This design comes from an exercise in tuning for small area, a short achievable clock period and few clock cycles per item on the open sky130 flow, not from production work.
No activity file was given, so power comes from the tool's default toggle rates.

==> module xcrc_back, before the edit <==
module xcrc_back (
    input  logic        clk,
    input  logic        rst_n,
    input  logic        word_en,
    input  logic [15:0] word_data,
    input  logic        good,
    input  logic        frame_restart,
    input  logic [19:0] frame_addr,
    input  logic [1:0]  reply_count,
    input  logic        reply_eot,
    output logic        reply_pop,
    output logic        store_near_full,
    output logic        show_busy,
    output logic        reply_near_store,
    input  logic        pop,
    output logic        empty,
    output logic        res_word_valid,
    output logic [19:0] res_word_address,
    output logic [15:0] res_word_data,
    output logic [1:0]  res_reply,
    output logic        res_transfer_done,
    output logic        res_last
);
    logic [WORDS-1:0][15:0] store_q;
    logic [6:0]  vcnt_q;     
    logic        drain_q;    
    logic        last_q;     
    logic [6:0]  wcnt_q;     
    logic        empty_q;
    logic        sw_q;       
    logic        o_wv_q, o_td_q, o_last_q;
    logic [1:0]  o_reply_q;
    logic [19:0] o_addr_q;
    logic        take;
    logic        top;
    logic        next_word;
    logic        free;
    logic        load_reply;
    logic [WORDS-1:0] stage_en;
    assign take       = !empty_q && pop;
    assign top        = sw_q && pop;
    assign next_word  = top && !last_q;
    assign free       = empty_q || (take && (!o_wv_q || last_q));
    assign load_reply = free && (reply_count != 2'd0);
    assign reply_pop  = load_reply;
    assign store_near_full  = drain_q && ((vcnt_q + wcnt_q) >= 7'd62);
    assign show_busy        = drain_q || !empty_q;
    assign reply_near_store = ((!empty_q && !o_wv_q) || (reply_count != 2'd0)) &&
                              (wcnt_q >= 7'd61);
    assign empty             = empty_q;
    assign res_word_valid    = o_wv_q;
    assign res_word_address  = o_addr_q;
    assign res_word_data     = store_q[WORDS-1];
    assign res_reply         = o_reply_q;
    assign res_transfer_done = o_td_q;
    assign res_last          = o_last_q;
    always_comb
    begin
        for (int i = 0; i < WORDS; i++)
            stage_en[i] = (7'(i) <= wcnt_q) ? word_en : top;
    end
    always_ff @(posedge clk)
    begin
        if (stage_en[0])
            store_q[0] <= word_data;
        for (int i = 1; i < WORDS - 1; i++)
            if (stage_en[i])
                store_q[i] <= store_q[i-1];
        if (stage_en[WORDS-1] || load_reply)
            store_q[WORDS-1] <= load_reply ? 16'd0 : store_q[WORDS-2];
    end
    always_ff @(posedge clk or negedge rst_n)
    begin
        if (!rst_n)
        begin
            drain_q <= 1'b0;
            empty_q <= 1'b1;
            sw_q    <= 1'b0;
        end
        else
        begin
            if (good)
                drain_q <= 1'b1;
            else if (top && last_q)
                drain_q <= 1'b0;
            if (good || next_word || load_reply)
                empty_q <= 1'b0;
            else if (free)
                empty_q <= 1'b1;
            if (good || next_word)
                sw_q <= 1'b1;
            else if (free)
                sw_q <= 1'b0;
        end
    end
    always_ff @(posedge clk)
    begin
        if (frame_restart)
            wcnt_q <= '0;
        else if (word_en)
            wcnt_q <= wcnt_q + 7'd1;
        if (good)
        begin
            vcnt_q <= 7'd64;
            last_q <= 1'b0;
        end
        else if (top)
        begin
            vcnt_q <= vcnt_q - 7'd1;
            last_q <= (vcnt_q == 7'd2);
        end
        if (good)
        begin
            o_wv_q    <= 1'b1;
            o_addr_q  <= frame_addr;
            o_reply_q <= REPLY_NONE;
            o_td_q    <= 1'b0;
            o_last_q  <= 1'b0;
        end
        else if (next_word)
        begin
            o_wv_q    <= 1'b1;
            o_addr_q  <= o_addr_q + 20'd1;
            o_reply_q <= (vcnt_q == 7'd2) ? REPLY_ACK : REPLY_NONE;
            o_td_q    <= 1'b0;
            o_last_q  <= (vcnt_q == 7'd2);
        end
        else if (load_reply)
        begin
            o_wv_q    <= 1'b0;
            o_addr_q  <= '0;
            o_reply_q <= reply_eot ? REPLY_ACK : REPLY_NAK;
            o_td_q    <= reply_eot;
            o_last_q  <= 1'b1;
        end
    end
endmodule
Settings: LEC_CHECK=0, CAP_MARGIN=20, CORE_MARGIN=2, CORE_UTILIZATION=40, PLACE_DENSITY=0.6, SETUP_SLACK_MARGIN=1.7, SLEW_MARGIN=20, TNS_END_PERCENT=5; clock period 4.0 ns.
run.sh (not shown) runs the stock make flow with config.mk's settings and CLKGATE_MAP_FILE= SYNTH_SCRIPT=/design/flow/synth_recipe.tcl, a recipe that flattens the netlist after the stock synthesis.
Change:
--- a/flow/design.v
+++ b/flow/design.v
@@ -242,4 +242,8 @@
     logic        last_q;     
     logic [6:0]  wcnt_q;     
+    logic [6:0]  wcnt_n;
+    logic [6:0]  bot_q;      
+    logic [6:0]  wcnt_ahead;
+    logic [6:0]  bot_top;    
     logic        empty_q;
     logic        sw_q;       
@@ -259,8 +263,25 @@
     assign load_reply = free && (reply_count != 2'd0);
     assign reply_pop  = load_reply;
-    assign store_near_full  = drain_q && ((vcnt_q + wcnt_q) >= 7'd62);
+    assign wcnt_ahead = wcnt_q + {6'd0, word_en} + 7'd1;
+    always_comb
+    begin
+        if (wcnt_ahead >= 7'd32)
+            bot_top = 7'd63;
+        else if (wcnt_ahead >= 7'd16)
+            bot_top = 7'd31;
+        else if (wcnt_ahead >= 7'd8)
+            bot_top = 7'd15;
+        else if (wcnt_ahead >= 7'd4)
+            bot_top = 7'd7;
+        else if (wcnt_ahead >= 7'd2)
+            bot_top = 7'd3;
+        else
+            bot_top = 7'd1;
+    end
+    assign store_near_full  = drain_q && ((bot_top + vcnt_q) >= 7'd64);
     assign show_busy        = drain_q || !empty_q;
     assign reply_near_store = ((!empty_q && !o_wv_q) || (reply_count != 2'd0)) &&
-                              (wcnt_q >= 7'd61);
+                              (wcnt_q >= 7'd30);
+    assign wcnt_n = frame_restart ? 7'd0 : word_en ? wcnt_q + 7'd1 : wcnt_q;
     assign empty             = empty_q;
     assign res_word_valid    = o_wv_q;
@@ -272,6 +293,7 @@
     always_comb
     begin
-        for (int i = 0; i < WORDS; i++)
-            stage_en[i] = (7'(i) <= wcnt_q) ? word_en : top;
+        stage_en[0] = bot_q[0] ? word_en : top;
+        for (int i = 1; i < WORDS; i++)
+            stage_en[i] = bot_q[$clog2(i + 1)] ? word_en : top;
     end
     always_ff @(posedge clk)
@@ -311,8 +333,8 @@
     always_ff @(posedge clk)
     begin
-        if (frame_restart)
-            wcnt_q <= '0;
-        else if (word_en)
-            wcnt_q <= wcnt_q + 7'd1;
+        wcnt_q   <= wcnt_n;
+        bot_q[0] <= 1'b1;
+        for (int j = 1; j < 7; j++)
+            bot_q[j] <= (wcnt_n >= 7'(1 << (j - 1)));
         if (good)
         begin
Outcome:
- area after synthesis fell by a few percent
- flip-flop and latch count climbs by 6
- fmax went down by a few percent
- cell area fell by a few percent
- power is lower slightly
- routed wire length falls by about a fifth
- global-route usage drops by 2.3 points
- via count decreases by roughly a tenth
- cell count decreases by a few percent
- utilization is higher by 0.39 points
- sequential share of layout area came out higher by 2.1 points
- clock-buffer cell count came out higher by 23
- critical path depth grows by 15
- die area shrinks by a few percent
Function was not checked in any run of this note: the RTL went through the layout flow alone.

-- separate check: timing with driven ports --
The results above use ideal ports. As a check the final layouts listed here were re-extracted and re-timed, cells and wires unchanged.
Step 1 assumes that a clkbuf_16 drives the clock port and a buf_2 every other input.
Step 2 also shifts input and output timing later by t, the mid clock arrival at the registers, as if the neighbouring blocks saw the same clock.
Three values: no drivers, after step 1, after step 2; two values: the first two.
run | shift t [ns] | setup WS [ns] | worst hold slack (ns) | worst setup path after step 2 | slew at the worst register clock pin (ns)
the first run | 0.726 | 1.518 / 1.455 / 1.067 | 0.150 / 0.116 / 0.407 | input to register | 0.07 / 0.07
the second run | 0.726 | 1.354 / 1.354 / 1.009 | 0.138 / 0.104 / 0.404 | input to register | 0.07 / 0.07
After both steps every run listed still meets setup and hold. For the first run, which loses most, drivers alone change the setup slack by -0.063 ns; drivers and shift together by -0.451 ns.
